This design comes from an exercise in tuning for small area and a short achievable clock period on the open sky130 flow, not from production work.
Where RTL was checked, it was by simulation tests only, not by an equivalence proof against the original.
The flow treats the clock pin as an ideal source, which a real chip does not have.
Power and IR drop assume default switching activity.

// frame_detector
module frame_detector #(
  parameter int FIFO_DEPTH = 4
) (
  input  logic        clk_in,
  input  logic        rst_n,
  input  logic [15:0] data_in,
  output logic        data_out_ch1, data_out_ch2, data_out_ch3, data_out_ch4,
  output logic        data_out_ch5, data_out_ch6, data_out_ch7, data_out_ch8,
  output logic        data_vld_ch1, data_vld_ch2, data_vld_ch3, data_vld_ch4,
  output logic        data_vld_ch5, data_vld_ch6, data_vld_ch7, data_vld_ch8,
  output logic        fifo_empty,
  output logic        fifo_full,
  output logic        crc_valid_o,
  output logic        crc_err
);
Size in the first run: ~1800 cells after synthesis, ~750 flip-flops, roughly 38 I/O pins, about 28000 µm² of cells after synthesis.
clock: 14.0 ns
lec_check: 0
cap_margin: 20
core_margin: 2
core_utilization: 40
place_density: 0.6
slew_margin: 20
standard.sh (not shown) runs the stock make flow with config.mk's settings and CLKGATE_MAP_FILE= SYNTH_SCRIPT=/design/flow/synth_recipe.tcl, a recipe that flattens the netlist after the stock synthesis.
==> flow/flow/run.sh <==
#!/bin/bash
set -euo pipefail
export FLOW_CLK_PORT=clk_in
bash standard.sh SETUP_SLACK_MARGIN=10.4 CTS_CLUSTER_SIZE=25 CTS_CLUSTER_DIAMETER=100 CORE_UTILIZATION=60 PLACE_DENSITY=0.75  finish > standard_finish.log 2>&1
Rerun with:
==> flow/flow/run.sh (replaced) <==
#!/bin/bash
set -euo pipefail
export FLOW_CLK_PORT=clk_in
bash standard.sh SETUP_SLACK_MARGIN=10.4 CTS_CLUSTER_SIZE=25 CTS_CLUSTER_DIAMETER=100 CORE_UTILIZATION=60 PLACE_DENSITY=0.75 POST_CTS_TCL=$PWD/flow/post_cts.tcl finish > standard_finish.log 2>&1
==> flow/flow/post_cts.tcl (new file) <==
set block [ord::get_db_block]
set clk_net [$block findNet $::env(FLOW_CLK_PORT)]
set iterms [$clk_net getITerms]
if {[llength $iterms] == 1} {
  set root [[lindex $iterms 0] getInst]
  set master [[$root getMaster] getName]
  set out_net [[$root findITerm X] getNet]
  set sinks {}
  foreach it [$out_net getITerms] {
    if {[$it getInst] ne $root} { lappend sinks $it }
  }
  set ok [expr {[string match "*clkbuf*" $master] && [llength $sinks] <= 4}]
  foreach it $sinks {
    if {![string match "*clkbuf*" [[[$it getInst] getMaster] getName]]} { set ok 0 }
  }
  if {$ok} {
    puts "post_cts: removing root buffer [$root getName] ($master), port now feeds [llength $sinks] buffers"
    foreach it $sinks {
      $it disconnect
      $it connect $clk_net
    }
    odb::dbInst_destroy $root
    odb::dbNet_destroy $out_net
  } else {
    puts "post_cts: root buffer kept"
  }
}
Result: The changed run completed with no timing, DRC or antenna violations; area after synthesis is unchanged; sequential power stays flat; wire length hardly moves; setup slack loses 0.22 ns; cell count stays flat; core utilization is about the same; clock skew fell by 0.0051 ns; total power falls by 1.0%; maximum frequency drops by 5.2%; worst hold slack barely changes.
No functional check of the RTL was part of any run of this note.

---

Another version of the RTL of frame_detector (not shown whole).
For scale: about 1400 cells after synthesis, ~38 I/O pins, roughly 0.022 sq mm of cells after synthesis.
clock: 14.0 ns
lec_check: 0
cap_margin: 20
core_margin: 2
core_utilization: 40
place_density: 0.6
slew_margin: 20
==> flow/flow/run.sh <==
#!/bin/bash
set -euo pipefail
bash standard.sh \
  SETUP_SLACK_MARGIN=10.4 \
  CTS_CLUSTER_SIZE=25 CTS_CLUSTER_DIAMETER=100 \
  CORE_UTILIZATION=65 PLACE_DENSITY=0.8 \
  POST_CTS_TCL="$PWD/flow/post_cts.tcl" \
  BUFFER_PORTS_ARGS="-buffer_cell sky130_fd_sc_hd__buf_2" \
  finish > standard_finish.log 2>&1
==> flow/flow/post_cts.tcl <==
set block [ord::get_db_block]
set clk_port [expr {[info exists ::env(FLOW_CLK_PORT)] ? $::env(FLOW_CLK_PORT) : "clk_in"}]
set clk_net [$block findNet $clk_port]
set iterms [$clk_net getITerms]
if {[llength $iterms] == 1} {
  set root [[lindex $iterms 0] getInst]
  set master [[$root getMaster] getName]
  set out_net [[$root findITerm X] getNet]
  set sinks {}
  foreach it [$out_net getITerms] {
    if {[$it getInst] ne $root} { lappend sinks $it }
  }
  set ok [expr {[string match "*clkbuf*" $master] && [llength $sinks] <= 4}]
  foreach it $sinks {
    if {![string match "*clkbuf*" [[[$it getInst] getMaster] getName]]} { set ok 0 }
  }
  if {$ok} {
    puts "post_cts: removing root buffer [$root getName] ($master), port now feeds [llength $sinks] buffers"
    foreach it $sinks {
      $it disconnect
      $it connect $clk_net
    }
    odb::dbInst_destroy $root
    odb::dbNet_destroy $out_net
  } else {
    puts "post_cts: root buffer kept"
  }
}
The baseline completed with no timing, DRC or antenna violations.
==> next run, changes <==
==> flow/flow/run.sh (replaced) <==
#!/bin/bash
set -euo pipefail
bash standard.sh \
  SETUP_SLACK_MARGIN=10.4 \
  CTS_ARGS="-sink_clustering_enable -repair_clock_nets -sink_clustering_size 25 -sink_clustering_max_diameter 100 -balance_levels" \
  CORE_UTILIZATION=50 PLACE_DENSITY=0.7 \
  POST_CTS_TCL="$PWD/flow/post_cts.tcl" \
  BUFFER_PORTS_ARGS="-buffer_cell sky130_fd_sc_hd__buf_2" \
  finish > standard_finish.log 2>&1
Sequential share of layout area is lower by 0.59 points. Synthesized cell count does not change. First-iteration DRC count is lower by 7.7%. Global-route usage is lower by 5.1 points. Routed wire length is lower by 2.5%. Clock power is about the same. Combinational power is lower by about 1%. Worst setup slack got worse by 4.5 ps. Final area is higher by 0.81%. Synthesized area stays the same. Via count is lower by 2.2%.
==> next run, changes <==
==> flow/flow/run.sh (replaced) <==
#!/bin/bash
# The standard layout (standard synthesis unchanged), with:
#  - timing repair asked for more setup slack than the clock needs, so the
#    resizer works on the paths that set the achieved period (same SDC);
#  - larger clock-sink clusters on a denser floorplan;
#  - ports buffered with buf_2 (the resizer still upsizes where timing needs).
# The make output goes to standard_finish.log; ORFS keeps each step's log
# under orfs/logs.
set -euo pipefail
bash standard.sh \
  SETUP_SLACK_MARGIN=10.4 \
  CTS_CLUSTER_SIZE=25 CTS_CLUSTER_DIAMETER=100 \
  CORE_UTILIZATION=58 PLACE_DENSITY=0.75 \
  POST_CTS_TCL="$PWD/flow/post_cts.tcl" \
  BUFFER_PORTS_ARGS="-buffer_cell sky130_fd_sc_hd__buf_2" \
  finish > standard_finish.log 2>&1
Result: The changed run finished with timing, DRC and antenna clean; via count climbs by 0.62%; sequential share of layout area climbs by 0.62 points; final cell count drops by about 6%; count of clock-buffer cells in the layout drops by 1; total power stays flat; hold slack got worse by 3.6 ps.
==> next run, changes <==
==> flow/flow/run.sh (replaced) <==
#!/bin/bash
set -euo pipefail
bash standard.sh SETUP_SLACK_MARGIN=10.4 CTS_CLUSTER_SIZE=20 CTS_CLUSTER_DIAMETER=80 CORE_UTILIZATION=50 PLACE_DENSITY=0.7 POST_CTS_TCL=$PWD/flow/post_cts.tcl finish > standard_finish.log 2>&1
What happened:
- worst hold slack improves by 3.1 ps
- global-route usage decreases by 2.1 points
- flip-flop and latch count stays the same
- cell area increases by a few percent
- power increases by a few percent
- worst setup slack degrades by 34 ps
- register-to-register slack degrades by 180 ps

## re-timing with driven ports
Ports are ideal in the flow. The routed layouts listed here were re-timed in OpenROAD. Step 1: set_driving_cell puts a clkbuf_16 on clk_in and a buf_2 on each other input, an assumption about the parent block. Step 2 also shifts input and output timing later by t, the mid clock arrival at the registers, as if the neighbouring blocks saw the same clock. a / b / c = no drivers / after step 1 / after step 2; a / b = the first two.
run | shift t [ns] | setup WS [ns] | clock arrival spread, ns | worst data-port slew with drivers (ns) | cell pins on the clock port's net
the first run of note 1 | 0.655 | 10.051 / 10.058 / 9.404 | 0.045 / 0.045 | 0.11 | 1
the second run of note 1 | 0.506 | 9.834 / 9.901 / 9.395 | 0.040 / 0.040 | 0.20 | 4
the first run of note 2 | 0.478 | 10.331 / 10.237 / 10.145 | 0.031 / 0.032 | 0.03 | 4
the second run of note 2 | 0.501 | 10.327 / 10.210 / 10.181 | 0.022 / 0.022 | 0.03 | 4
the third run of note 2 | 0.483 | 10.341 / 10.237 / 10.153 | 0.029 / 0.029 | 0.03 | 4
the fourth run of note 2 | 0.512 | 10.307 / 10.193 / 10.172 | 0.030 / 0.030 | 0.03 | 4
After both steps setup and hold are still met in every run listed. The setup slack of the first run of note 1, which loses most, moves by +0.007 ns with the drivers and by -0.647 ns with both steps.
